From an optimization exercise on the open Yosys and OpenROAD flow, aimed at small area; shortcuts taken in it are not production practice. In this exercise RTL edits were held to simulation tests only and were not proved equivalent to the original. Power and IR drop assume default switching activity.

==> flow/design.v <==
module sha256_msg_packer (
  input  logic         clk_i,
  input  logic         rst_ni,
  input  logic         in_valid_i,
  input  logic [7:0]   in_data_i,
  input  logic         in_last_i,
  output logic         in_ready_o,
  input  logic         start_empty_i,
  output logic         msg_valid_o,
  output logic [5:0]   byte_valid_o,
  output logic [439:0] msg_word_o,
  input  logic         hash_done_i,
  input  logic [255:0] fin_hash_i,
  output logic         digest_valid_o,
  output logic [255:0] digest_o,
  output logic         busy_o
);
  localparam int unsigned MaxBytes = 55;
  logic               in_ready_q;
  logic               busy_q;
  logic               msg_valid_q;
  logic               digest_valid_q;
  logic               last_q;
  logic               phase_q;
  logic [5:0]         cnt_q;
  logic [255:0]       digest_q;
  logic [7:0]         buf_q [MaxBytes];
  logic [7:0]         buf_d [MaxBytes];
  logic               accept;
  logic               close;
  logic               start_empty;
  logic               waiting;
  logic               cap;
  logic               keep;
  logic [MaxBytes-1:0] wr;
  logic [255:0]       digest_d;
  always_comb begin
    accept      = in_valid_i & in_ready_q;
    close       = accept & (in_last_i | (cnt_q == 6'(MaxBytes - 1)));
    start_empty = ~busy_q & start_empty_i & ~in_valid_i;
    waiting     = busy_q & ~in_ready_q & ~msg_valid_q & phase_q;
    cap         = waiting & hash_done_i;
    keep        = ~cap;
    for (int k = 0; k < MaxBytes; k++) wr[k] = accept & (cnt_q == 6'(k));
  end
  for (genvar k = 0; k < MaxBytes; k++) begin : g_byte
    for (genvar b = 0; b < 8; b++) begin : g_bit
      sha256_msg_packer_ao22 u_ao (
        .a1_i(wr[k]), .a2_i(in_data_i[b]), .b1_i(in_ready_q), .b2_i(buf_q[k][b]),
        .y_o(buf_d[k][b])
      );
    end
  end
  always_ff @(posedge clk_i) begin
    for (int k = 0; k < MaxBytes; k++) buf_q[k] <= buf_d[k];
  end
  for (genvar b = 0; b < 256; b++) begin : g_dig
    sha256_msg_packer_ao22 u_ao (
      .a1_i(cap), .a2_i(fin_hash_i[b]), .b1_i(keep), .b2_i(digest_q[b]), .y_o(digest_d[b])
    );
  end
  always_ff @(posedge clk_i or negedge rst_ni) begin
    if (!rst_ni) begin
      digest_q <= '0;
    end else begin
      digest_q <= digest_d;
    end
  end
  always_ff @(posedge clk_i or negedge rst_ni) begin
    if (!rst_ni) begin
      in_ready_q     <= 1'b0;
      busy_q         <= 1'b0;
      msg_valid_q    <= 1'b0;
      digest_valid_q <= 1'b0;
      last_q         <= 1'b0;
      phase_q        <= 1'b0;
      cnt_q          <= '0;
    end else begin
      msg_valid_q    <= 1'b0;
      digest_valid_q <= 1'b0;
      if (in_ready_q || !busy_q) begin
        in_ready_q <= 1'b1;
        if (accept) begin
          cnt_q  <= cnt_q + 6'd1;
          busy_q <= 1'b1;
          if (close) begin
            in_ready_q  <= 1'b0;
            msg_valid_q <= 1'b1;
            phase_q     <= 1'b0;
            last_q      <= in_last_i;
          end
        end else if (start_empty) begin
          in_ready_q <= 1'b0;
          busy_q     <= 1'b1;
          phase_q    <= 1'b0;
          last_q     <= 1'b1;
        end
      end else if (msg_valid_q) begin
        cnt_q <= '0;
      end else if (!phase_q) begin
        if (last_q) begin
          msg_valid_q <= 1'b1;
          phase_q     <= 1'b1;
        end else begin
          in_ready_q <= 1'b1;
        end
      end else if (hash_done_i) begin
        in_ready_q     <= 1'b1;
        busy_q         <= 1'b0;
        digest_valid_q <= 1'b1;
      end
    end
  end
  always_comb begin
    for (int k = 0; k < MaxBytes; k++) msg_word_o[439-8*k -: 8] = buf_q[k];
  end
  assign in_ready_o     = in_ready_q;
  assign msg_valid_o    = msg_valid_q;
  assign byte_valid_o   = cnt_q;
  assign digest_valid_o = digest_valid_q;
  assign digest_o       = digest_q;
  assign busy_o         = busy_q;
endmodule
module sha256_msg_packer_ao22 (
  input  logic a1_i,
  input  logic a2_i,
  input  logic b1_i,
  input  logic b2_i,
  output logic y_o
);
  assign y_o = (a1_i & a2_i) | (b1_i & b2_i);
endmodule
clock: 5.0 ns
lec_check: 0
cap_margin: 20
core_area: 5 5 245 245
die_area: 0 0 250 250
slew_margin: 20
synth_hierarchical: 1
synth_minimum_keep_size: 0
standard.sh (not shown) runs the stock make flow with config.mk's settings and CLKGATE_MAP_FILE= SYNTH_SCRIPT=/design/flow/synth_recipe.tcl, a recipe that flattens the netlist after the stock synthesis.
==> flow/flow/run.sh <==
#!/bin/bash
# The standard layout, with every port buffered by the smallest buffer instead of the one
# buffer_ports picks by default, and a clock tree of small clusters without dummy loads.
set -euo pipefail
C=sky130_fd_sc_hd__clkbuf_
export BUFFER_PORTS_ARGS="-buffer_cell sky130_fd_sc_hd__buf_1"
export PLACE_PINS_ARGS="-min_distance 1 -min_distance_in_tracks"
export CTS_ARGS="-sink_clustering_enable -repair_clock_nets -dont_use_dummy_load -buf_list ${C}8 -root_buf ${C}16 -tree_buf ${C}8 -sink_clustering_buffer ${C}4 -sink_clustering_size 8 -sink_clustering_max_diameter 50"
bash standard.sh > standard.log 2>&1
The baseline completed with no timing, DRC or antenna violations.
==> next run, changes <==
--- a/flow/flow/run.sh
+++ b/flow/flow/run.sh
@@ -8 +8 @@
-export CTS_ARGS="-sink_clustering_enable -repair_clock_nets -dont_use_dummy_load -buf_list ${C}8 -root_buf ${C}16 -tree_buf ${C}8 -sink_clustering_buffer ${C}4 -sink_clustering_size 8 -sink_clustering_max_diameter 50"
+export CTS_ARGS="-sink_clustering_enable -repair_clock_nets -dont_use_dummy_load -buf_list ${C}4 -root_buf ${C}4 -tree_buf ${C}4 -sink_clustering_buffer ${C}4 -sink_clustering_size 9 -sink_clustering_max_diameter 70"
What happened: The changed run completed without violations. Via count is about the same. Power came out lower by 2.9%. Synthesized area stays the same. Cell count hardly moves.
==> next run, changes <==
--- a/flow/config.mk
+++ b/flow/config.mk
@@ -9,2 +9,2 @@
-export CORE_AREA = 5 5 245 245
-export DIE_AREA = 0 0 250 250
+export CORE_AREA = 5 5 215 215
+export DIE_AREA = 0 0 220 220
=> Design area is lower slightly. Die area is lower by about a fifth. Total power is lower slightly. Non-clock buffer count is higher by 3. Clock skew is lower by 0.020 ns.
==> next run, changes <==
--- a/flow/flow/run.sh
+++ b/flow/flow/run.sh
@@ -8 +8 @@
-export CTS_ARGS="-sink_clustering_enable -repair_clock_nets -dont_use_dummy_load -buf_list ${C}4 -root_buf ${C}4 -tree_buf ${C}4 -sink_clustering_buffer ${C}4 -sink_clustering_size 9 -sink_clustering_max_diameter 70"
+export CTS_ARGS="-sink_clustering_enable -repair_clock_nets -dont_use_dummy_load -buf_list ${C}4 -root_buf ${C}16 -tree_buf ${C}4 -sink_clustering_buffer ${C}4 -sink_clustering_size 8 -sink_clustering_max_diameter 50"
--- a/flow/config.mk
+++ b/flow/config.mk
@@ -9,2 +9,2 @@
-export CORE_AREA = 5 5 215 215
-export DIE_AREA = 0 0 220 220
+export CORE_AREA = 5 5 245 245
+export DIE_AREA = 0 0 250 250
The new run ran to the end with no violations. Cell area rose by 1.5%. Register-to-register slack degrades by 0.32 ns. Setup slack degrades by 0.15 ns. Combinational power is about the same. Area after synthesis is unchanged. Total power rose by 3.8%. Sequential cell count stays the same. Via count stays flat. Die area rose by 29%. Final cell count rose by 5.6%.

## afterwards: timing with drivers on the ports
In the flow no input, the clock included, has a driving cell. The finished layouts below were timed again as built, in two steps.
Step 1: set_driving_cell puts a clkbuf_16 on clk_i and a buf_2 on each other input, an assumption about the parent block.
Step 2, shift: input delay + t, output delay - t, t = (earliest + latest rising clock arrival at the registers) / 2. This alone moves slack from input paths to output paths.
a / b / c = no drivers / after step 1 / after step 2; a / b = the first two.
run | t (ns) | setup WS [ns] | worst setup path after step 2 | slew at the worst register clock pin (ns) | worst data-port slew with drivers (ns)
the first run | 0.615 | 2.022 / 1.997 / 1.792 | input to register | 0.10 / 0.10 | 0.13
the second run | 0.855 | 1.798 / 1.746 / 1.806 | input to register | 0.11 / 0.11 | 0.14
the third run | 0.821 | 2.174 / 2.120 / 1.748 | input to register | 0.11 / 0.11 | 0.16
the fourth run | 0.615 | 2.022 / 1.997 / 1.792 | input to register | 0.10 / 0.10 | 0.13
After both steps every run listed still meets setup and hold. For the third run, which loses most, drivers alone change the setup slack by -0.054 ns; drivers and shift together by -0.426 ns.
